This is an optimization exercise on Yosys and OpenROAD, whose aim is small area, a short achievable clock period and few clock cycles per item, not a production implementation.
At most, simulation tests tie the RTL to the original design; equivalence was not proved.
No functional check of the RTL was part of runs 1, 2 and 4 to 6.

## flow/design.v (module list and top-level ports; edited modules follow where they fit)
// module idct_coef_ring: 43 lines
// module idct_sequencer: 103 lines
// module idct_rowdot: 1395 lines
// module idct_coldot: 1877 lines
// module idct_top: 107 lines
module idct_top (
	input logic Clock,
	input logic Resetn,
	input logic start,
	input logic coef_we,
	input logic [5:0] coef_addr,
	input logic [15:0] coef_data_in,
	output logic pixel_valid,
	output logic [5:0] pixel_index,
	output logic [7:0] pixel_value,
	output logic busy,
	output logic done
);
  // ...
==> flow/flow/run.sh <==
#!/bin/bash
# Standard synthesis; then the inverters that synthesis leaves between full
# adders are removed (flow/fixinv.py flips adders, a full adder being
# self-dual); then the standard layout, with timing repair aimed at
# flow/margin.txt ns of setup slack.
set -euo pipefail
MARGIN=$(cat flow/margin.txt)
R=orfs/results/${FLOW_PLATFORM}/idct_top/base
bash standard.sh synth > synth.log 2>&1
python3 flow/fixinv.py $R/1_2_yosys.v $R/1_2_yosys_fixinv.v > fixinv.log 2>&1
cp $R/1_2_yosys.v $R/1_2_yosys_orig.v
cp $R/1_2_yosys_fixinv.v $R/1_2_yosys.v
rm -f $R/1_synth.odb $R/1_synth.sdc
bash standard.sh SETUP_SLACK_MARGIN=$MARGIN MATCH_CELL_FOOTPRINT=0 finish > layout.log 2>&1
==> flow/flow/fixinv.py <==
#!/usr/bin/env python3
"""Remove inverters around full adders in a flat Yosys netlist.

A full adder is self-dual: FA(~a, ~b, ~c) = (~sum, ~cout). Each fa cell may
therefore be "flipped" (fed the complements of its inputs, producing the
complements of its outputs) without changing the circuit's function. This
chooses flips that minimise the number of inverters needed, then rewires the
netlist: every signal keeps its driver, loads that need its complement share
one inverter. Usage: fixinv.py IN.v OUT.v
"""
import re
import sys
from collections import defaultdict

INV = re.compile(r"sky130_fd_sc_hd__(inv|clkinv)_\d+$")
FA = re.compile(r"sky130_fd_sc_hd__fa_\d+$")
OUTPINS = {"X", "Y", "Q", "Q_N", "SUM", "COUT", "HI", "LO"}

src = open(sys.argv[1]).read()
m = re.search(r"\bmodule\s+(\w+)\s*\((.*?)\);(.*)\bendmodule", src, re.S)
head_name, port_list, body = m.group(1), m.group(2), m.group(3)

# split body into statements
stmts = [s.strip() for s in body.split(";")]
decls = []
insts = []  # (type, name, {pin: net})
assigns = []
inst_re = re.compile(r"^(\S+)\s+(\S+)\s*\((.*)\)$", re.S)
pin_re = re.compile(r"\.(\w+)\s*\(\s*([^()]*?)\s*\)")
for s in stmts:
    if not s:
        continue
    if re.match(r"^(input|output|inout|wire|reg)\b", s):
        decls.append(s)
    elif s.startswith("assign"):
        assigns.append(s)
    else:
        mm = inst_re.match(s)
        if not mm:
            raise SystemExit(f"cannot parse: {s[:200]}")
        pins = dict(pin_re.findall(mm.group(3)))
        insts.append([mm.group(1), mm.group(2), pins])

ports = set()
for d in decls:
    if re.match(r"^(input|output|inout)\b", d):
        for n in re.findall(r"([A-Za-z_\\][\w$\\.\[\]]*)\s*$", d):
            ports.add(n)
        # vectors: port name is the last token
port_names = set()
for d in decls:
    mm = re.match(r"^(input|output|inout)\s+(\[[^\]]*\]\s*)?(\S+)$", d)
    if mm:
        port_names.add(mm.group(3))


def is_port_net(n):
    base = re.sub(r"\s*\[\d+\]$", "", n)
    return base in port_names


# nets named in assigns are treated as fixed (not rewired)
assign_nets = set()
for a in assigns:
    for n in re.findall(r"([A-Za-z_\\][\w$\\.]*(?:\s*\[\d+\])?)", a[6:]):
        assign_nets.add(n.strip())

driver = {}
loads = defaultdict(list)  # net -> [(inst index, pin)]
for i, (t, name, pins) in enumerate(insts):
    for p, n in pins.items():
        if not n:
            continue
        if p in OUTPINS:
            driver[n] = (i, p)
        else:
            loads[n].append((i, p))

is_inv = [bool(INV.match(t)) for t, _, _ in insts]
is_fa = [bool(FA.match(t)) for t, _, _ in insts]

# canonical root and polarity of each net
root = {}


def find(n):
    if n in root:
        return root[n]
    d = driver.get(n)
    if d is not None and is_inv[d[0]]:
        a = insts[d[0]][2]["A"]
        r, pol = find(a)
        root[n] = (r, pol ^ 1)
    else:
        root[n] = (n, 0)
    return root[n]


allnets = set(driver) | set(loads)
for n in allnets:
    find(n)

classes = defaultdict(list)  # root -> nets
for n, (r, pol) in root.items():
    classes[r].append(n)

# a class is fixed if any of its nets is a port, in an assign, or a constant
fixed_class = set()
for r, nets in classes.items():
    for n in nets:
        if is_port_net(n) or n in assign_nets or n.startswith("1'b") or "'" in n:
            fixed_class.add(r)
            break
    if r not in driver:
        fixed_class.add(r)

# flippable FAs: all pins on non-fixed classes
flippable = []
for i in range(len(insts)):
    if not is_fa[i]:
        continue
    pins = insts[i][2]
    ok = all(p in pins and pins[p] and root[pins[p]][0] not in fixed_class
             for p in ("A", "B", "CIN", "SUM", "COUT"))
    if ok:
        flippable.append(i)
flip = defaultdict(int)
fl_set = set(flippable)

# demands per class: list of (inst, pin, polarity wrt root value)
demands = defaultdict(list)
for n, ls in loads.items():
    r, pol = root[n]
    for (i, p) in ls:
        if is_inv[i]:
            continue
        demands[r].append((i, p, pol))
src_fa = {}
for r in classes:
    d = driver.get(r)
    if d is not None and is_fa[d[0]]:
        src_fa[r] = d[0]


def cost(r):
    if r in fixed_class:
        return 0
    s = flip[src_fa[r]] if r in src_fa else 0
    for (i, p, pol) in demands[r]:
        q = pol ^ (flip[i] if (is_fa[i] and i in fl_set) else 0)
        if q ^ s:
            return 1
    return 0


touch = defaultdict(set)  # FA -> classes affected
for i in flippable:
    for p in ("A", "B", "CIN", "SUM", "COUT"):
        touch[i].add(root[insts[i][2][p]][0])

before = sum(cost(r) for r in classes)
improved = True
passes = 0
while improved and passes < 50:
    improved = False
    passes += 1
    for i in flippable:
        cs = touch[i]
        c0 = sum(cost(r) for r in cs)
        flip[i] ^= 1
        c1 = sum(cost(r) for r in cs)
        if c1 < c0:
            improved = True
        else:
            flip[i] ^= 1
after = sum(cost(r) for r in classes)
sys.stderr.write(f"fixinv: {len(flippable)} flippable adders, inverters {before} -> {after} "
                 f"({sum(is_inv)} inverter cells before), {passes} passes\n")

# rebuild: drop inverters of non-fixed classes, rewire loads
keep = [True] * len(insts)
new_insts = []
for r, nets in classes.items():
    if r in fixed_class:
        continue
    for n in nets:
        d = driver.get(n)
        if d is not None and is_inv[d[0]]:
            keep[d[0]] = False
    s = flip[src_fa[r]] if r in src_fa else 0
    need_inv = False
    inv_net = None
    for (i, p, pol) in demands[r]:
        q = pol ^ (flip[i] if (is_fa[i] and i in fl_set) else 0)
        if q ^ s:
            need_inv = True
    if need_inv:
        # reuse a net name that was an inverted copy, else make one
        cands = [n for n in nets if root[n][1] == 1]
        inv_net = cands[0] if cands else None
        if inv_net is None:
            inv_net = f"_fixinv_{len(new_insts)}_"
            decls.append(f"wire {inv_net}")
        new_insts.append(["sky130_fd_sc_hd__inv_1", f"_fixinv_i{len(new_insts)}_",
                          {"A": r, "Y": inv_net}])
    for (i, p, pol) in demands[r]:
        q = pol ^ (flip[i] if (is_fa[i] and i in fl_set) else 0)
        insts[i][2][p] = inv_net if (q ^ s) else r

def fmt(n):
    return n + " " if n.startswith("\\") else n


out = [f"module {head_name}({port_list});"]
for d in decls:
    out.append(f"  {d} ;")
for a in assigns:
    out.append(f"  {a} ;")
for k, (t, name, pins) in enumerate(insts):
    if not keep[k]:
        continue
    ps = ", ".join(f".{p}({fmt(n)})" for p, n in pins.items())
    out.append(f"  {t} {name} ({ps});")
for t, name, pins in new_insts:
    ps = ", ".join(f".{p}({fmt(n)})" for p, n in pins.items())
    out.append(f"  {t} {name} ({ps});")
out.append("endmodule")
open(sys.argv[2], "w").write("\n".join(out) + "\n")
==> flow/flow/margin.txt <==
7.5
==> flow/standard.sh <==
#!/bin/bash
# synth_recipe.tcl (not shown) runs the flow's synth.tcl, then flattens the netlist and writes it again
# the make line also repeats each setting of config.mk as NAME=value (left out here)
make -C /OpenROAD-flow-scripts/flow DESIGN_CONFIG=/design/flow/config.mk WORK_HOME=/design/flow/orfs CLKGATE_MAP_FILE= SYNTH_SCRIPT=/design/flow/synth_recipe.tcl "${@:-finish}"
==> flow/config.mk <==
export PLATFORM = sky130hd
export DESIGN_NAME = idct_top
export DESIGN_NICKNAME = idct_top
export VERILOG_FILES = /design/flow/design.v
export SDC_FILE = /design/flow/constraint.sdc
export NUM_CORES = 4
export LEC_CHECK = 0
export CAP_MARGIN = 20
export CORE_MARGIN = 2
export CORE_UTILIZATION = 40
export CTS_CLUSTER_DIAMETER = 150
export CTS_CLUSTER_SIZE = 20
export SLEW_MARGIN = 20
==> flow/constraint.sdc <==
create_clock -name core_clock -period 11.0 [get_ports {Clock}]
set_input_delay 2.2000 -clock core_clock [delete_from_list [all_inputs] [get_ports {Clock}]]
set_output_delay 2.2000 -clock core_clock [all_outputs]
set_load 0.01 [all_outputs]
==> impl_results.md, run 1 <==
* Tapcells at 2495
* DRT Wirelength at 193000 µm
* M1 WL at 87000 µm
* CP Capture Type: register
* Crit Reg-Reg Endpoint: i_col.ct_r6[50]
* Mapped Cells at 6397
* Max Clk Rate at 275 MHz
* Hold Vio Cnt, Final at 0
* Most Used Layer, Global Route: met2
* Hold Startpoint: sr[5][6]
* CP top delay family: adder cells
* Die area at 0.192 mm²
* Num CTS Buffers at 95
* Sequential Area at 0.0347 mm²
* GP Congestion at 0.954
* DP Worst Slack at 5.73 ns
* Placed cell areas at 0.0784 mm²
* Cts hold-fix bufs at 0
* Core ar. at 0.188 mm²
* Relative slew slack at 0.206
* M2 GR Usage at 0.326
* Outcome: timing/DRC/antenna clean
* Most frequent cells in the layout: dfxtp_1 (1543), fa_1 (944), a21oi_1 (674)
* Area of the multi-input gates at 0.0391 mm²
* Clock network area share at 0.0310
* CP cell instances: buf_4, fa_1, fa_2, fa_2, fa_2, fa_2, inv_2, fa_2
* Diode count at 2
* P&R area growth vs syn at 9.43%
* Worst setup margin at 7.37 ns
* Worst Setup SP: ha[8]
* Die X at 438 µm
* Bufs and invs on worst path at 2
* Filler Cell Count at 17.3k
* Dominant kind of cell by area: multi-input combinational cells
==> run 2: changes to the inputs <==
==> flow/flow/margin.txt (replaced) <==
7.3
==> run 2 against run 1 <==
Non-clock buffer count down 25. Worst setup slack worse by 0.083 ns. Cell count down 0.30%. Critical path type is now primary input to register. Critical endpoint is now i_sequencer.ring_data[0]. Largest cell class unchanged.
==> impl_results.md, run 2 <==
* Outcome: timing/DRC/antenna clean
* Die X at 438 µm (unchanged)
* Startpoint Class: primary input
* Antenna violations before repair at 7
* Overall Global Routing Usage at 0.202
* Initial core utilization at 0.402
* Vias in the first global route at 45.3k
* Critical Path AT at 4.33 ns
* Fraction of layout cells with a size suffix above 1 at 0.0655
* Mapped Cells at 6397 (unchanged)
* Synthesized cell area at 0.0755 mm²
* Clock-pin slew on the worst setup and hold paths at 0.08 ns
* RSZ-0062 raised after global routing: yes
* Max Cap Viol at 0
* Post-layout min period at 3.72 ns
* Bufs and invs on worst path at 1 (-1)
* Pre-Repair DR Iteration Count at 5
* Routed vias at 43.9k
* TNS Setup at 0 ns
* Most used cell, CP: ha_4
* Wire per inst at 21.7 µm
* Most common cell after layout, fill and taps aside: dfxtp_1
* First-pass GRT wire length at 291000 µm
* Slew @ Worst Pin at 1.13 ns
* Min-delay worst type: register to register
* Slew Viols, Final at 0
* Most flop-heavy register: i_ring.ring
* Core ar. at 0.188 mm² (unchanged)
* Worst setup margin at 7.28 ns (-0.0831 ns)
* CTS tree: built
* Fin area at 0.0820 mm²
* Die Y at 438 µm
* Drt drc at 0
* Relative slew slack at 0.248 (+0.0422)
* Placed cell areas at 0.0784 mm² (about the same)
* Critical Path Max Stage Delay at 0.62 ns
* YS warnings at 6
* Period Utilization, post-route at 0.338
* DRT Wirelength at 192000 µm (-0.52%)
* CTS sink cnt at 1711
* Vias per cell at 4.97
* Most frequent cells in the layout: dfxtp_1 (1602), fa_1 (995), a21oi_1 (678)
* Die area at 0.192 mm² (unchanged)
* Layout Nets at 7550
* Worst path slowest cell: mux4_2
* Max reg flops at 1024
* Syn Nets at 7623
* CP cell instances: buf_8, ha_4, a21o_1, a21oi_2, ha_2, ha_4, mux4_2, o21a_4, xor2_1
* DP Worst Slack at 5.71 ns (-0.0188 ns)
* Hold Vio Cnt, Final at 0 (unchanged)
* Layout Skew at 0.0634 ns
* Antenna-violating nets left at 0
* Critical path class: primary input to register
* FP Rows at 159
* CP top delay family: adder cells
* DP HPWL at 138000 µm
* Final Non-Filler Cells at 8832
* CTS max path bufs at 3
* CP required at 11.61 ns
* Placed insts at 8673
* P&R area growth vs syn at 8.59%
* IO Pins at 43
* Clk latency of the worst-skew pair at 0.78 ns
* Maximum number of pins on one net before global-route repair at 213
* H-tree lvl count at 3
* Clock root cell: clkbuf_16
* IO Port Bufs at 42
* GP Congestion at 0.929 (-2.7%)
* CP Max Fanout at 8
* Starting DRC count in detailed routing at 3352
* Num CTS Buffers at 95 (unchanged)
* Max Clk Rate at 269 MHz (-2.2%)
* Syn avg cell area at 11.8 µm²
* CP Capture Type: register
* Final setup viols at 0
* Cts hold-fix bufs at 0 (unchanged)
* Regs by FF count: i_ring.ring (1024), sr (154), i_col.ct_r6 (127)
* Grt ovf at 0
-- run 2: worst register-to-register path: cells and delay by family, from the launching register on --
family                     cells  cell delay (ns)
adders and majority gates      5             2.55
buffers and inverters          1             0.05
DFF                            1             0.93
-- run 2: area by class of cell --
type                       count  area (µm²)
fill                       17305      106000
sequential                  1711       34600
antenna                        1        2.50
multi-input combinational   3956       38800
clock inverter                 6         126
tap                         2495        3120
timing repair buffer         153        1400
inverter                     407        1540
clock buffer                 103        2450
-- run 2: repair_timing --
action / CTS / global route
buffers inserted: 15 / 31
pin swaps: 14 / 47
gates resized for setup: 113 / 80
endpoints found under the setup margin: 129 / 62
gates cloned: 1 / 0
-- run 2: routing by layer --
metal | track usage | vias up | routed length [µm]
li1 | - | 20306 | -
met1 | 0.278 | 22181 | 86600
met2 | 0.328 | 1116 | 88700
met3 | 0.0328 | 331 | 9950
met4 | 0.0626 | 2 | 6640
met5 | 0 | - | 16
-- run 2: worst paths after layout --
path | startpoint | end | slack, ns | depth (start not counted)
min reg2reg | sr[2][10] | sr[1][10] | 0.34 | 0
min in group asynchronous | Resetn | i_sequencer.tau2[0] | 1.46 | 1
max reg2reg | h3[7] | i_col.ct_r6[50] | 7.33 | 6
max | coef_addr[4] | i_sequencer.ring_data[0] | 7.28 | 9
max in group asynchronous | Resetn | i_sequencer.tau[2] | 8.97 | 1
min | sr[2][10] | sr[1][10] | 0.34 | 0
-- run 2: metrics by stage --
step / hold WS (ns) / utilization
detailed placement: 0.336 / 0.418
CTS: 0.343 / 0.434
global route: 0.345 / 0.437
finish: 0.345 / 0.437
floorplan: 0.331 / -
global placement: 0.332 / 0.418
==> module idct_top, before the edit <==
module idct_top (
	input logic Clock,
	input logic Resetn,
	input logic start,
	input logic coef_we,
	input logic [5:0] coef_addr,
	input logic [15:0] coef_data_in,
	output logic pixel_valid,
	output logic [5:0] pixel_index,
	output logic [7:0] pixel_value,
	output logic busy,
	output logic done
);
	localparam int ROW_LAT = idct_pkg::ROW_LAT;
	localparam int COL_LAT = idct_pkg::COL_LAT;
	logic ring_we;
	logic [2:0] ring_pos;
	logic [2:0] ring_slot;
	logic [15:0] ring_data;
	logic [5:0] tau;
	logic hold_load;
	logic [2:0] col_step;
	logic [127:0] head;
	logic [127:0] next_head;
	logic [16:0] y04;
	logic signed [21:0] t;
	logic signed [21:0] sr [7];
	logic [22:0] ha, hb;
	logic [21:0] h1, h2, h3, h5, h6, h7;
	idct_sequencer #(.ROW_LAT(ROW_LAT), .COL_LAT(COL_LAT)) i_sequencer (
		.Clock(Clock),
		.Resetn(Resetn),
		.start(start),
		.coef_we(coef_we),
		.coef_addr(coef_addr),
		.coef_data_in(coef_data_in),
		.ring_we(ring_we),
		.ring_pos(ring_pos),
		.ring_slot(ring_slot),
		.ring_data(ring_data),
		.tau(tau),
		.hold_load(hold_load),
		.col_step(col_step),
		.pixel_valid(pixel_valid),
		.pixel_index(pixel_index),
		.busy(busy),
		.done(done)
	);
	idct_coef_ring i_ring (
		.Clock(Clock),
		.wr_en(ring_we),
		.wr_pos(ring_pos),
		.wr_slot(ring_slot),
		.wr_data(ring_data),
		.head(head),
		.next_head(next_head)
	);
	always_ff @(posedge Clock) begin
		y04 <= 17'($signed(next_head[15:0])) + 17'($signed(next_head[79:64]));
	end
	idct_rowdot i_row (
		.Clock(Clock),
		.m(tau[5:3]),
		.row(head),
		.y04(y04),
		.t(t)
	);
	always_ff @(posedge Clock) begin
		for (int k = 0; k < 6; k++) begin
			sr[k] <= sr[k + 1];
		end
		sr[6] <= t;
	end
	always_ff @(posedge Clock) begin
		if (hold_load) begin
			ha <= 23'(sr[0]) + 23'(sr[4]);
			hb <= 23'(sr[0]) - 23'(sr[4]);
			h1 <= sr[1];
			h2 <= sr[2];
			h3 <= sr[3];
			h5 <= sr[5];
			h6 <= sr[6];
			h7 <= t;
		end else begin
			ha <= hb;
			hb <= ha;
			h3 <= h1;
			h6 <= h2;
			h7 <= ~h3;
			h1 <= ~h5;
			h2 <= ~h6;
			h5 <= ~h7;
		end
	end
	idct_coldot i_col (
		.Clock(Clock),
		.n(col_step),
		.ya(ha),
		.y1(h1),
		.y2(h2),
		.y3(h3),
		.y5(h5),
		.y6(h6),
		.y7(h7),
		.pix(pixel_value)
	);
endmodule
==> run 3: changes to the inputs <==
--- a/flow/design.v
+++ b/flow/design.v
@@ -3565,7 +3565,7 @@
 		.next_head(next_head)
 	);
 	always_ff @(posedge Clock) begin
-		y04 <= 17'($signed(next_head[15:0])) + 17'($signed(next_head[79:64]));
+		y04 <= {next_head[15], next_head[15:0]} + {next_head[79], next_head[79:64]};
 	end
 	idct_rowdot i_row (
 		.Clock(Clock),
==> flow/flow/margin.txt (replaced) <==
7.5
==> run 3 against run 2 <==
Clock skew down 0.019 ns. Cell count up 0.27%. Routed wire length up 0.75%. Still clean. Worst setup slack better by 0.035 ns. Maximum frequency up 0.95%. Die area unchanged. Sequential share of layout area down 0.14 points. Count of clock-buffer cells in the layout up 1. First-iteration DRC count down 6.1%. Area after synthesis unchanged.
==> impl_results.md, run 3 <==
* Filler Cell Count at 17.2k (-0.60%)
* Critical path class: register to register
* Hold Slack at 0.348 ns (+0.00301 ns)
* Antenna violations before repair at 3 (-4)
* Synthesized cell area at 0.0755 mm² (unchanged)
* Initial core utilization at 0.402 (unchanged)
* CP Max Fanout at 4 (-4)
* Most frequent cells in the layout: dfxtp_1 (1559), fa_1 (939), a21oi_1 (675)
* Core ar. at 0.188 mm² (unchanged)
* Hold Startpoint: sr[1][14]
* Maximum number of pins on one net before global-route repair at 197 (-7.5%)
* Min-delay worst type: register to register
* Period Utilization, post-route at 0.335 (-0.00317)
* Vias in the first global route at 45.4k (+0.14%)
* CTS tree: built
* Regs by FF count: i_ring.ring (1024), sr (154), i_col.ct_r6 (127)
* Starting DRC count in detailed routing at 3148 (-6.1%)
* Hold path cells at 0 (unchanged)
* DP HPWL at 138000 µm (-0.43%)
* IO Pins at 43 (unchanged)
* Drt drc at 0 (unchanged)
* Hold path endpoint: sr[0][14]
* Pre-Repair DR Iteration Count at 5 (unchanged)
* Worst R2R Start: ha[10]
* Die Y at 438 µm (unchanged)
* H-tree lvl count at 3 (unchanged)
* Critical Path AT at 4.35 ns (+0.02 ns)
* Post-layout min period at 3.68 ns (-0.0348 ns)
* Grt ovf at 0 (unchanged)
* YS warnings at 6 (unchanged)
* Clock-pin slew on the worst setup and hold paths at 0.08 ns (about the same)
* Most flop-heavy register: i_ring.ring
* Worst reg2reg path depth at 8 (+2)
* Relative slew slack at 0.259 (+0.0112)
* Die X at 438 µm (unchanged)
* Slew @ Worst Pin at 1.11 ns (-0.0181 ns)
* Syn avg cell area at 11.8 µm² (unchanged)
* Outcome: timing/DRC/antenna clean
* Most common cell after layout, fill and taps aside: dfxtp_1
* Clk latency of the worst-skew pair at 0.78 ns (about the same)
* Antenna-violating nets left at 0 (unchanged)
* CP Capture Type: register
* Vias per cell at 5.00 (+0.45%)
* Hold Vio Cnt, Final at 0 (unchanged)
* RSZ-0062 raised after global routing: yes
* Clock root cell: clkbuf_16
* Max Cap Viol at 0 (unchanged)
* FP Rows at 159 (unchanged)
* CTS sink cnt at 1711 (unchanged)
* Num CTS Buffers at 95 (unchanged)
* Layout Nets at 7570 (+0.26%)
* Slew Viols, Final at 0 (unchanged)
* Fraction of layout cells with a size suffix above 1 at 0.0901 (+0.0246)
* IO Port Bufs at 42 (unchanged)
* Max reg flops at 1024 (unchanged)
* Syn Nets at 7623 (unchanged)
* Layout Utilization at 0.439 (+0.00226)
* Final setup viols at 0 (unchanged)
* CTS max path bufs at 3 (unchanged)
* Wire per inst at 21.8 µm (+0.47%)
* Mapped Cells at 6397 (unchanged)
* TNS Setup at 0 ns (unchanged)
* Crit Reg-Reg Endpoint: i_col.ct_r6[62]
* DRT Wirelength at 193000 µm (+0.75%)
* Cts hold-fix bufs at 0 (unchanged)
* Max Clk Rate at 272 MHz (+0.95%)
* First-pass GRT wire length at 291000 µm (about the same)
* P&R area growth vs syn at 9.16%
* Startpoint Class: register
* CP required at 11.67 ns (+0.06 ns)
* GP Congestion at 0.945 (+1.8%)
* Routed vias at 44.3k (+0.72%)
* Layout Skew at 0.0449 ns (-0.0186 ns)
* Overall Global Routing Usage at 0.202 (-0.000361)
* Die area at 0.192 mm² (unchanged)
* Reg2Reg Setup Slack at 7.32 ns (about the same)
==> run 3: how the worst max path moves through the flow <==
| stage | startpoint | endpoint | slack [ns] | cells after the start |
|---|---|---|---|---|
| after floorplan | coef_addr[4] | i_sequencer.ring_data[10] | 6.68 | 11 |
| after global placement | coef_addr[4] | i_sequencer.ring_data[2] | 5.76 | 9 |
| after detailed placement | coef_addr[4] | i_sequencer.ring_data[1] | 5.75 | 9 |
| after CTS | coef_addr[4] | i_sequencer.ring_data[1] | 7.32 | 9 |
| after global routing | i_sequencer.tau[2] | i_col.ct_r6[50] | 7.26 | 10 |
| final | ha[10] | i_col.ct_r6[62] | 7.32 | 8 |
==> run 3: worst max-delay path, cell delays in order, from the launching register on <==
cell and delay, ns:
dfxtp_4 0.40, buf_6 0.13, fa_1 0.50, fa_2 0.44, fa_2 0.58, fa_2 0.46
fa_2 0.55, inv_2 0.04, fa_2 0.50
==> run 3: per-stage QoR <==
stage | instance area (µm²) | setup slack (ns) | instances
global placement | 78400 | 5.76 | 8668
floorplan | 75600 | 6.68 | 6397
finish | 82400 | 7.32 | 8856
global route | 82400 | 7.26 | 8854
detailed placement | 78500 | 5.75 | 8671
CTS | 81900 | 7.32 | 8836
==> run 3: layout make-up <==
type,count,area [µm²],share of cell area
Multi-Input combinational cell,3956,39000,0.474
Sequential cell,1711,34600,0.420
Tap cell,2495,3120,0.0379
Clock buffer,104,2430,0.0295
Inverter,407,1540,0.0187
Timing Repair Buffer,173,1470,0.0178
Clock inverter,8,154,0.00187
Antenna cell,2,5.00,0.0000607
==> run 3: what timing repair did <==
action	CTS	global route
cloned	1	0
pin swaps	95	84
resized for setup	224	98
buffers inserted	52	14
setup endpoints to repair	163	102
==> run 3: metal layers <==
layer,vias to the layer above,wire (µm),GRT usage
met3,311,9780,0.0279
met2,1137,89900,0.329
li1,20359,-,-
met1,22445,87500,0.281
met5,-,0,0
met4,0,6160,0.0586
Testbench counts of run 3, summed over its fixed seeds: cycles 13,856, blocks 96.
==> module idct_coef_ring, before the edit <==
module idct_coef_ring (
	input logic Clock,
	input logic wr_en,
	input logic [2:0] wr_pos,
	input logic [2:0] wr_slot,
	input logic [15:0] wr_data,
	output logic [127:0] head,
	output logic [127:0] next_head
);
	logic [1023:0] ring;
	logic [1023:0] shifted;
	logic [127:0] wrapped;
	logic [1023:0] pol;
	logic [1023:0] ring_true;
	always_comb begin
		for (int p = 0; p < 8; p++) begin
			pol[p*128 +: 128] = {128{p[0]}};
		end
	end
	assign ring_true = ring ^ pol;
	assign head = ring[127:0];
	assign next_head = ring_true[255:128];
	assign wrapped[0*16 +: 16] = ring_true[0*16 +: 16];
	assign wrapped[3*16 +: 16] = ring_true[1*16 +: 16];
	assign wrapped[6*16 +: 16] = ring_true[2*16 +: 16];
	assign wrapped[7*16 +: 16] = ~ring_true[3*16 +: 16];
	assign wrapped[4*16 +: 16] = ~ring_true[4*16 +: 16];
	assign wrapped[1*16 +: 16] = ~ring_true[5*16 +: 16];
	assign wrapped[2*16 +: 16] = ~ring_true[6*16 +: 16];
	assign wrapped[5*16 +: 16] = ~ring_true[7*16 +: 16];
	assign shifted = {wrapped, ring_true[1023:128]};
	always_ff @(posedge Clock) begin
		for (int p = 0; p < 8; p++) begin
			for (int s = 0; s < 8; s++) begin
				if (wr_en && (wr_pos == 3'(p)) && (wr_slot == 3'(s))) begin
					ring[p*128 + s*16 +: 16] <= wr_data ^ {16{p[0]}};
				end else begin
					ring[p*128 + s*16 +: 16] <= shifted[p*128 + s*16 +: 16] ^ {16{p[0]}};
				end
			end
		end
	end
endmodule
==> module idct_sequencer, before the edit <==
module idct_sequencer #(
	parameter int ROW_LAT = 2,
	parameter int COL_LAT = 2
) (
	input logic Clock,
	input logic Resetn,
	input logic start,
	input logic coef_we,
	input logic [5:0] coef_addr,
	input logic [15:0] coef_data_in,
	output logic ring_we,
	output logic [2:0] ring_pos,
	output logic [2:0] ring_slot,
	output logic [15:0] ring_data,
	output logic [5:0] tau,
	output logic hold_load,
	output logic [2:0] col_step,
	output logic pixel_valid,
	output logic [5:0] pixel_index,
	output logic busy,
	output logic done
);
	localparam int DLY = 8 + ROW_LAT + COL_LAT;
	logic [5:0] tau2;
	logic run;
	logic waiting;
	logic armed;
	logic busy_i;
	logic waiting_n;
	logic run_n;
	logic [6:0] cnt;
	logic [5:0] tau1;
	logic [5:0] tau_pix;
	logic [2:0] q1;
	logic [2:0] wu;
	logic [2:0] wn;
	logic [3:0] wmap;
	always_ff @(posedge Clock or negedge Resetn) begin
		if (!Resetn) begin
			ring_we <= 1'b0;
		end else begin
			ring_we <= coef_we && !busy_i;
		end
	end
	assign q1 = tau2[2:0];
	assign wu = coef_addr[5:3];
	assign wn = tau2[5:3] + {2'b00, (wu < q1)};
	assign wmap = idct_pkg::wr_map(wn, coef_addr[2:0]);
	always_ff @(posedge Clock) begin
		ring_pos <= wu - q1;
		ring_slot <= wmap[2:0];
		ring_data <= coef_data_in ^ {16{wmap[3]}};
	end
	assign tau1 = tau + 6'd1;
	assign busy_i = waiting || run;
	assign hold_load = (tau[2:0] == 3'(7 + ROW_LAT));
	assign col_step = tau[2:0] - 3'(ROW_LAT);
	assign tau_pix = tau1 - 6'(DLY);
	always_comb begin
		waiting_n = waiting;
		run_n = run;
		if (!busy_i) begin
			waiting_n = start;
		end else if (waiting) begin
			if (armed && (tau[2:0] == 3'd0)) begin
				waiting_n = 1'b0;
				run_n = 1'b1;
			end
		end else if (cnt == 7'(DLY + 62)) begin
			run_n = 1'b0;
		end
	end
	always_ff @(posedge Clock or negedge Resetn) begin
		if (!Resetn) begin
			tau <= '0;
			tau2 <= 6'd2;
			armed <= 1'b0;
			waiting <= 1'b0;
			run <= 1'b0;
			busy <= 1'b0;
			cnt <= '0;
			done <= 1'b0;
			pixel_valid <= 1'b0;
		end else begin
			tau <= tau1;
			tau2 <= tau2 + 6'd1;
			armed <= busy_i;
			waiting <= waiting_n;
			run <= run_n;
			busy <= waiting_n || run_n;
			done <= run && (cnt == 7'(DLY + 62));
			pixel_valid <= run && (cnt >= 7'(DLY - 1));
			if (run) begin
				cnt <= cnt + 7'd1;
			end else begin
				cnt <= 7'd1;
			end
		end
	end
	always_ff @(posedge Clock) begin
		pixel_index <= {idct_pkg::jseq(tau_pix[2:0]), idct_pkg::jseq(tau_pix[5:3])};
	end
endmodule
==> run 4: changes to the inputs <==
--- a/flow/design.v
+++ b/flow/design.v
@@ -92,6 +92,7 @@
 	input logic [2:0] wr_pos,
 	input logic [2:0] wr_slot,
 	input logic [15:0] wr_data,
+	input logic wr_inv,
 	output logic [127:0] head,
 	output logic [127:0] next_head
 );
@@ -121,7 +122,7 @@
 		for (int p = 0; p < 8; p++) begin
 			for (int s = 0; s < 8; s++) begin
 				if (wr_en && (wr_pos == 3'(p)) && (wr_slot == 3'(s))) begin
-					ring[p*128 + s*16 +: 16] <= wr_data ^ {16{p[0]}};
+					ring[p*128 + s*16 +: 16] <= wr_data ^ {16{wr_inv ^ p[0]}};
 				end else begin
 					ring[p*128 + s*16 +: 16] <= shifted[p*128 + s*16 +: 16] ^ {16{p[0]}};
 				end
@@ -144,6 +145,7 @@
 	output logic [2:0] ring_pos,
 	output logic [2:0] ring_slot,
 	output logic [15:0] ring_data,
+	output logic ring_inv,
 	output logic [5:0] tau,
 	output logic hold_load,
 	output logic [2:0] col_step,
@@ -181,7 +183,8 @@
 	always_ff @(posedge Clock) begin
 		ring_pos <= wu - q1;
 		ring_slot <= wmap[2:0];
-		ring_data <= coef_data_in ^ {16{wmap[3]}};
+		ring_data <= coef_data_in;
+		ring_inv <= wmap[3];
 	end
 	assign tau1 = tau + 6'd1;
 	assign busy_i = waiting || run;
@@ -3526,6 +3529,7 @@
 	logic [2:0] ring_pos;
 	logic [2:0] ring_slot;
 	logic [15:0] ring_data;
+	logic ring_inv;
 	logic [5:0] tau;
 	logic hold_load;
 	logic [2:0] col_step;
@@ -3547,6 +3551,7 @@
 		.ring_pos(ring_pos),
 		.ring_slot(ring_slot),
 		.ring_data(ring_data),
+		.ring_inv(ring_inv),
 		.tau(tau),
 		.hold_load(hold_load),
 		.col_step(col_step),
@@ -3561,6 +3566,7 @@
 		.wr_pos(ring_pos),
 		.wr_slot(ring_slot),
 		.wr_data(ring_data),
+		.wr_inv(ring_inv),
 		.head(head),
 		.next_head(next_head)
 	);
--- a/flow/config.mk
+++ b/flow/config.mk
@@ -7,7 +7,7 @@
 export LEC_CHECK = 0
 export CAP_MARGIN = 20
 export CORE_MARGIN = 2
-export CORE_UTILIZATION = 40
+export CORE_UTILIZATION = 55
 export CTS_CLUSTER_DIAMETER = 150
 export CTS_CLUSTER_SIZE = 20
 export SLEW_MARGIN = 20
==> run 4 against run 3 <==
Synthesized cell count up 4.9%. Via count is 4.8% higher. Hold slack lost 0.042 ns. Design area shrank 0.30%. Sequential share of layout area up 0.17 points. Non-clock buffer count up 35. Largest cell class unchanged. First-iteration DRC count increased by 12%. Utilization is 17 points higher. Count of clock-buffer cells in the layout down 3. Cell count decreased by 4.4%.
==> impl_results.md, run 4 <==
* Outcome: timing/DRC/antenna clean
* CTS tree: built
* CP Capture Type: register
* Vias per cell at 5.48 (+9.7%)
* Hold path cells at 0 (unchanged)
* Antenna violations before repair at 3 (unchanged)
* Reg2Reg Setup Slack at 7.32 ns (about the same)
* Core ar. at 0.136 mm² (-28%)
* Layout Nets at 7895 (+4.3%)
* CTS sink cnt at 1712 (+0.058%)
* Clock root cell: clkbuf_16
* Hold Startpoint: sr[2][8]
* Bufs and invs on worst path at 5 (+3)
* DRT Wirelength at 212000 µm (+9.5%)
* Initial core utilization at 0.554 (+0.152)
* Critical path class: register to register
* CP cell instances: buf_6, inv_4, buf_6, ha_4, nand2b_4, inv_4, fa_2, fa_1, fa_2, fa_2, inv_2, fa_2
* IO Pins at 43 (unchanged)
* Worst R2R Start: i_sequencer.tau[4]
* Post-layout min period at 3.68 ns (-0.00491 ns)
* Synthesized cell area at 0.0752 mm² (-0.41%)
* Crit Reg-Reg Endpoint: i_row.rt_r6[54]
* Syn avg cell area at 11.2 µm² (-5.0%)
* P&R area growth vs syn at 9.27%
* Grt ovf at 0 (unchanged)
* Max Cap Viol at 0 (unchanged)
* Final setup viols at 0 (unchanged)
* RSZ-0062 raised after global routing: yes
* CTS max path bufs at 3 (unchanged)
* Regs by FF count: i_ring.ring (1024), sr (154), i_col.ct_r6 (127)
* Period Utilization, post-route at 0.334 (-0.000446)
* Drt drc at 0 (unchanged)
* Hold path endpoint: sr[1][8]
* Hold Vio Cnt, Final at 0 (unchanged)
* Startpoint Class: register
* Final Non-Filler Cells at 8463 (-4.4%)
* CP required at 11.67 ns (about the same)
* Mapped Cells at 6708 (+4.9%)
* Min-delay worst type: register to register
* Cts hold-fix bufs at 0 (unchanged)
* Slew @ Worst Pin at 1.08 ns (-0.0307 ns)
* CP top delay family: adder cells
* Syn Nets at 7934 (+4.1%)
* CP Max Fanout at 3 (-1)
* Most used cell, CP: fa_2
* Relative slew slack at 0.281 (+0.0214)
* Critical Path AT at 4.35 ns (about the same)
* Clock-pin slew on the worst setup and hold paths at 0.09 ns (about the same)
* FP Rows at 135 (-15%)
* Max Clk Rate at 272 MHz (+0.13%)
* Antenna-violating nets left at 0 (unchanged)
* YS warnings at 6 (unchanged)
* Worst path slowest cell: fa_2
* Most frequent cells in the layout: dfxtp_1 (1557), fa_1 (951), nand2_1 (673)
* Most common cell after layout, fill and taps aside: dfxtp_1
* GP Congestion at 0.975 (+3.1%)
* Sequential Area at 0.0347 mm² (about the same)
* Worst reg2reg path depth at 12 (+4)
* Die area at 0.140 mm² (-27%)
* Most flop-heavy register: i_ring.ring
* Vias in the first global route at 46.9k (+3.3%)
* Area of the multi-input gates at 0.0393 mm² (+0.65%)
* Pre-Repair DR Iteration Count at 6 (+1)
* Clk latency of the worst-skew pair at 0.78 ns (about the same)
* Layout Skew at 0.0606 ns (+0.0157 ns)
* First-pass GRT wire length at 313000 µm (+7.6%)
* Max reg flops at 1024 (unchanged)
* Critical Path Max Stage Delay at 0.56 ns (-0.02 ns)
* Routed vias at 46.4k (+4.8%)
* Slew Viols, Final at 0 (unchanged)
* Wire per inst at 25.0 µm (+15%)
* Die Y at 374 µm (-15%)
* TNS Setup at 0 ns (unchanged)
* Fraction of layout cells with a size suffix above 1 at 0.0965 (+0.00642)
* Starting DRC count in detailed routing at 3520 (+12%)
* Diode count at 0 (-2)
* DP HPWL at 153000 µm (+11%)
* Filler Cell Count at 11.1k (-36%)
* H-tree lvl count at 3 (unchanged)
* IO Port Bufs at 42 (unchanged)
* Die X at 374 µm (-15%)
* Overall Global Routing Usage at 0.308 (+0.106)
* Placed insts at 8275 (-4.6%)
* Num CTS Buffers at 96 (+1.1%)
* Maximum number of pins on one net before global-route repair at 196 (-0.51%)
[run 4: layout make-up]
cell class	count	share of cell area
multi-input cells	4244	0.478
flip-flops and latches	1712	0.422
clock buffers	101	0.0295
well taps	1781	0.0271
repair buffers	208	0.0214
inverters	407	0.0189
clock inverters	10	0.00270
[run 4: worst max-delay path by stage]
stage / cells after the start / to / start
finish: 12 / i_row.rt_r6[54] / i_sequencer.tau[4]
global route: 13 / i_row.t[20] / i_row.rt_r6[15]
CTS: 12 / i_row.rt_r6[46] / i_sequencer.tau[4]
detailed placement: 12 / i_sequencer.ring_slot[2] / coef_addr[3]
global placement: 13 / i_sequencer.ring_inv / coef_addr[3]
floorplan: 8 / i_sequencer.ring_inv / coef_addr[4]
[run 4: per-layer routing]
layer	global-route usage	routed length, µm	up-vias
met5	0	0	-
met4	0.139	11600	0
met3	0.0412	11000	444
met2	0.508	101000	1329
met1	0.407	88600	23357
li1	-	-	21241
[run 4: per-stage QoR]
step,area [µm²],util,hold WS [ns],setup WS [ns]
after floorplan,75300,-,0.331,7.31
after global placement,77800,0.573,0.333,6.66
after detailed placement,77800,0.574,0.335,6.69
after CTS,81600,0.602,0.298,7.26
after global routing,82100,0.606,0.318,7.20
final,82100,0.606,0.306,7.32
[run 4: repair_timing]
item | in CTS | in global routing
gates resized for setup | 262 | 105
setup buffers | 58 | 16
pin swaps | 110 | 96
endpoints found under the setup margin | 159 | 91
==> run 5: changes to the inputs <==
==> flow/flow/margin.txt (replaced) <==
7.8
--- a/flow/config.mk
+++ b/flow/config.mk
@@ -7,7 +7,7 @@
 export LEC_CHECK = 0
 export CAP_MARGIN = 20
 export CORE_MARGIN = 2
-export CORE_UTILIZATION = 55
+export CORE_UTILIZATION = 40
 export CTS_CLUSTER_DIAMETER = 150
 export CTS_CLUSTER_SIZE = 20
 export SLEW_MARGIN = 20
==> run 5 against run 4 <==
Utilization decreased by 16 points. Maximum frequency fell by 0.40%. Non-clock buffer count up 31. Critical endpoint is now i_row.t[20]. Routed wire length fell by 0.81%. Sequential share of layout area is 0.87 points lower. Count of clock-buffer cells in the layout rose by 12.
==> impl_results.md, run 5 <==
* Outcome: timing/DRC/antenna clean
* Worst reg2reg path depth at 14 (+2)
* CP top delay family: compound AO/OA/AOI/OAI gates
* Layout Skew at 0.0480 ns (-0.0126 ns)
* Drt drc at 0 (unchanged)
* Min-delay worst type: register to register
* CTS max path bufs at 3 (unchanged)
* Most common cell after layout, fill and taps aside: dfxtp_1
* Vias per cell at 5.02 (-8.4%)
* Vias in the first global route at 47.1k (+0.52%)
* Slew Viols, Final at 0 (unchanged)
* Critical path endpoint: i_row.t[20]
* Critical Path AT at 4.32 ns (-0.03 ns)
* Clock-pin slew on the worst setup and hold paths at 0.09 ns (about the same)
* Reg2Reg Setup Slack at 7.31 ns (about the same)
* Post-layout min period at 3.69 ns (+0.0147 ns)
* P&R area growth vs syn at 12.0%
* RSZ-0062 raised after global routing: yes
* Final setup viols at 0 (unchanged)
* Pre-Repair DR Iteration Count at 6 (unchanged)
* Starting DRC count in detailed routing at 3654 (+3.8%)
* Startpoint Class: register
* Antenna-violating nets left at 0 (unchanged)
* Overall Global Routing Usage at 0.220 (-0.0877)
* IO Port Bufs at 42 (unchanged)
* Slew @ Worst Pin at 1.14 ns (+0.0598 ns)
* Period Utilization, post-route at 0.336 (+0.00133)
* Hold path cells at 0 (unchanged)
* CP cell instances: fa_1, fa_1, ha_1, a21o_1, a21oi_1, inv_1, nor4_2, nor2_2, a221oi_4, buf_6, o21ai_4, a221o_1, a2111oi_4, nor3_1
* Worst path slowest cell: fa_1
* Antenna violations before repair at 4 (+1)
* TNS Setup at 0 ns (unchanged)
* Die area at 0.191 mm² (+37%)
* Max Cap Viol at 0 (unchanged)
* Critical Path Stages at 14 (+2)
* Mapped Cells at 6708 (unchanged)
* Fraction of layout cells with a size suffix above 1 at 0.145 (+0.0481)
* DRT Wirelength at 210000 µm (-0.81%)
* Clk latency of the worst-skew pair at 0.78 ns (about the same)
* CP required at 11.63 ns (-0.04 ns)
* Maximum number of pins on one net before global-route repair at 112 (-43%)
* Routed vias at 46.3k (-0.22%)
* DP HPWL at 150000 µm (-1.8%)
* Initial core utilization at 0.402 (-0.153)
* Relative slew slack at 0.239 (-0.0419)
* Worst R2R Start: i_row.rt_r6[17]
* Cts hold-fix bufs at 0 (unchanged)
* CTS sink cnt at 1712 (unchanged)
* Grt ovf at 0 (unchanged)
* FP Rows at 159 (+18%)
* IO Pins at 43 (unchanged)
* Num CTS Buffers at 95 (-1.0%)
* Critical path class: register to register
* Most flop-heavy register: i_ring.ring
* Regs by FF count: i_ring.ring (1024), sr (154), i_col.ct_r6 (127)
* H-tree lvl count at 3 (unchanged)
* GP Congestion at 0.941 (-3.4%)
* Worst Setup SP: i_row.rt_r6[17]
* Die X at 438 µm (+17%)
* Most frequent cells in the layout: dfxtp_1 (1504), fa_1 (785), nand2_1 (667)
* Wire per inst at 22.8 µm (-9.0%)
* Bufs and invs on worst path at 2 (-3)
* Syn avg cell area at 11.2 µm² (unchanged)
* Most used cell, CP: fa_1
* Synthesized cell area at 0.0752 mm² (unchanged)
* Layout Nets at 7925 (+0.38%)
* CP Max Fanout at 3 (unchanged)
* Max reg flops at 1024 (unchanged)
* CP Capture Type: register
* Critical Path Max Stage Delay at 0.55 ns (about the same)
* CTS tree: built
* YS warnings at 6 (unchanged)
* Die Y at 438 µm (+17%)
* Clock root cell: clkbuf_16
* Core ar. at 0.187 mm² (+38%)
* Syn Nets at 7934 (unchanged)
* First-pass GRT wire length at 311000 µm (-0.62%)
* Hold Vio Cnt, Final at 0 (unchanged)
* Max Clk Rate at 271 MHz (-0.40%)
* Crit Reg-Reg Endpoint: i_row.t[20]
## run 5: repair_timing
action | 4_1_cts | 5_1_grt
pin swaps | 151 | 128
resized for setup | 446 | 179
setup buffers | 70 | 43
endpoints found under the setup margin | 247 | 170
## run 5: area by class of cell
class,instances,area [µm²]
Sequential cell,1712,34800
Antenna cell,3,7.51
Fill cell,17085,103000
Multi-Input combinational cell,4244,40000
Timing Repair Buffer,239,2090
Tap cell,2495,3120
Inverter,407,1550
Clock inverter,7,190
Clock buffer,113,2490
## run 5: worst min path at each step
stage,startpoint,end
floorplan,sr[1][0],sr[0][0]
detailed placement,sr[3][13],sr[2][13]
CTS,sr[3][0],sr[2][0]
finish,sr[2][1],sr[1][1]
global placement,sr[3][14],sr[2][14]
global route,sr[6][15],sr[5][15]
## run 5: per-layer routing
| metal | vias to the layer above | wire [µm] | track usage |
|---|---|---|---|
| met5 | - | 23 | 0 |
| met1 | 23332 | 92600 | 0.298 |
| met3 | 362 | 10400 | 0.0288 |
| met2 | 1243 | 99500 | 0.365 |
| li1 | 21328 | - | - |
| met4 | 4 | 7530 | 0.0698 |
## run 5: per-stage QoR
step / setup slack [ns] / util / hold slack, ns / cells / cell area [µm²]
4_1_cts: 7.37 / 0.445 / 0.342 / 9174 / 83200
5_1_grt: 7.15 / 0.450 / 0.351 / 9218 / 84200
3_3_place_gp: 6.53 / 0.422 / 0.332 / 8980 / 79000
2_1_floorplan: 7.31 / - / 0.331 / 6708 / 75700
3_5_place_dp: 6.62 / 0.422 / 0.334 / 8984 / 79100
6_report: 7.31 / 0.450 / 0.339 / 9220 / 84200
==> run 6: changes to the inputs <==
==> flow/flow/margin.txt (replaced) <==
7.5
==> run 6 against run 5 <==
Routed wire length fell by 0.27%. Die area did not move. Global-route usage barely moved. Maximum frequency rose by 1.5%. Via count fell by 0.11%. Register-to-register slack improved by 0.06 ns. First-iteration DRC count rose by 2.3%. Critical path depth fell by 4. Critical path type unchanged. Largest cell class unchanged.
==> impl_results.md, run 6 <==
* TNS Setup at 0 ns (unchanged)
* Most used cell, CP: fa_2
* Max Cap Viol at 0 (unchanged)
* Overall Global Routing Usage at 0.220 (+0.000264)
* DP HPWL at 149000 µm (-0.99%)
* DP Worst Slack at 6.66 ns (+0.0381 ns)
* Critical Path Max Stage Delay at 0.54 ns (about the same)
* Post-layout min period at 3.63 ns (-0.0560 ns)
* Num CTS Buffers at 95 (unchanged)
* Routed vias at 46.2k (-0.11%)
* Antenna violations before repair at 6 (+2)
* Die area at 0.191 mm² (unchanged)
* CTS sink cnt at 1712 (unchanged)
* Cts hold-fix bufs at 0 (unchanged)
* Period Utilization, post-route at 0.330 (-0.00509)
* CP top delay family: adder cells
* IO Port Bufs at 42 (unchanged)
* FP Rows at 159 (unchanged)
* Critical Path AT at 4.31 ns (about the same)
* Startpoint Class: register
* Die X at 438 µm (unchanged)
* Slew @ Worst Pin at 1.05 ns (-0.0865 ns)
* P&R area growth vs syn at 10.3%
* Core ar. at 0.187 mm² (unchanged)
* Most flop-heavy register: i_ring.ring
* Initial core utilization at 0.402 (unchanged)
* Relative slew slack at 0.298 (+0.0597)
* CP Max Fanout at 6 (+3)
* H-tree lvl count at 3 (unchanged)
* Clk latency of the worst-skew pair at 0.77 ns (about the same)
* Syn Nets at 7934 (unchanged)
* Critical path class: register to register
* DRT Wirelength at 210000 µm (-0.27%)
* Outcome: timing/DRC/antenna clean
* Die Y at 438 µm (unchanged)
* Max reg flops at 1024 (unchanged)
* CTS tree: built
* Pre-Repair DR Iteration Count at 5 (-1)
* RSZ-0062 raised after global routing: yes
* CP Capture Type: register
* Wire per inst at 22.9 µm (+0.38%)
* Drt drc at 0 (unchanged)
* First-pass GRT wire length at 312000 µm (+0.35%)
* CTS max path bufs at 3 (unchanged)
* Filler Cell Count at 17.3k (+1.0%)
* CP required at 11.68 ns (+0.05 ns)
* Maximum number of pins on one net before global-route repair at 190 (+70%)
* Final setup viols at 0 (unchanged)
* Bufs and invs on worst path at 3 (+1)
* Regs by FF count: i_ring.ring (1024), sr (154), i_col.ct_r6 (127)
* Starting DRC count in detailed routing at 3737 (+2.3%)
* Most common cell after layout, fill and taps aside: dfxtp_1
* YS warnings at 6 (unchanged)
* Fraction of layout cells with a size suffix above 1 at 0.0976 (-0.0470)
* Slew Viols, Final at 0 (unchanged)
* IO Pins at 43 (unchanged)
* Clock root cell: clkbuf_16
* Mapped Cells at 6708 (unchanged)
* Max Clk Rate at 275 MHz (+1.5%)
* Layout Nets at 7881 (-0.56%)
* Synthesized cell area at 0.0752 mm² (unchanged)
* Vias in the first global route at 47.3k (+0.45%)
* Syn avg cell area at 11.2 µm² (unchanged)
* Worst path slowest cell: fa_2
* Hold Slack at 0.321 ns (-0.0186 ns)
* Worst setup margin at 7.37 ns (+0.0560 ns)
* Min-delay worst type: register to register
* Clock-pin slew on the worst setup and hold paths at 0.10 ns (about the same)
* Layout Utilization at 0.443 (-0.00695)
* Most frequent cells in the layout: dfxtp_1 (1546), fa_1 (950), nand2_1 (676)
* Antenna-violating nets left at 0 (unchanged)
* Hold Vio Cnt, Final at 0 (unchanged)
* Layout Skew at 0.0520 ns (+0.00407 ns)
* Grt ovf at 0 (unchanged)
* Vias per cell at 5.05 (+0.55%)
* GP Congestion at 0.948 (+0.71%)
* CP cell instances: ha_4, inv_6, nor2_4, inv_2, fa_2, fa_2, fa_1, fa_1, inv_2, fa_2
[run 6: area by class of cell]
type / count / area [µm²] / share of cell area
multi-input cells: 4244 / 39300 / 0.474
repair buffers: 195 / 1720 / 0.0207
flip-flops and latches: 1712 / 34700 / 0.418
clock buffers: 100 / 2420 / 0.0292
diodes: 2 / 5.00 / 0.0000604
clock inverters: 5 / 101 / 0.00122
inverters: 407 / 1540 / 0.0186
well taps: 2495 / 3120 / 0.0377
[run 6: metrics by stage]
stage / instances / instance area (µm²)
after floorplan: 6708 / 75300
after global placement: 8981 / 78600
after detailed placement: 8984 / 78700
after CTS: 9144 / 82200
after global routing: 9158 / 82900
final: 9160 / 82900
[run 6: path summary, 6_finish.rpt]
kind | startpoint | endpoint | slack (ns) | depth (start not counted)
worst max-delay path | i_sequencer.tau[1] | i_col.ct_r6[50] | 7.37 | 10
worst min-delay path | sr[6][14] | sr[5][14] | 0.32 | 0
worst max register to register | i_sequencer.tau[1] | i_col.ct_r6[50] | 7.37 | 10
worst min register to register | sr[6][14] | sr[5][14] | 0.32 | 0
max in group asynchronous | Resetn | i_sequencer.tau[0] | 9.02 | 1
min in group asynchronous | Resetn | i_sequencer.tau2[2] | 1.44 | 1
[run 6: what timing repair did]
item,4_1_cts,5_1_grt
pin swaps,109,134
setup buffers,55,11
gates resized for setup,241,136
endpoints found under the hold margin,0,0
setup endpoints to repair,156,98
[run 6: routing by layer]
layer / global-route usage / part of all wire
met2: 0.363 / 0.47
met3: 0.0279 / 0.049
met4: 0.0712 / 0.037
met1: 0.301 / 0.44
met5: 0 / 0

[port drivers added, routing unchanged]
The results above use ideal ports. As a check the final layouts listed here were re-extracted and re-timed, cells and wires unchanged. Step 1 sets driving cells, clkbuf_16 on the clock port and buf_2 on the other inputs (assumed; they add their load-dependent delay and slew). Step 2 times the ports against the registers' clock, not the clock port: input delays grow and output delays shrink by t, the midpoint of the rising clock arrivals with the driver on. Three values: ideal, step 1, step 2; two values: the first two.
run	shift t [ns]	slack for setup (ns)	worst hold slack (ns)	cell pins on the clock port's net
run 1	0.837	7.367 / 7.367 / 6.605	0.343 / 0.343 / 0.343	1
run 2	0.829	7.284 / 7.324 / 6.495	0.345 / 0.345 / 0.345	1
run 3	0.825	7.319 / 7.319 / 6.559	0.348 / 0.348 / 0.348	1
run 4	0.834	7.324 / 7.324 / 6.887	0.306 / 0.306 / 0.306	1
run 5	0.838	7.309 / 7.309 / 7.039	0.339 / 0.339 / 0.339	1
run 6	0.829	7.365 / 7.365 / 6.833	0.321 / 0.321 / 0.321	1
After both steps every run listed still meets setup and hold. The setup slack of run 2, which loses most, moves by +0.040 ns with the drivers and by -0.789 ns with both steps.
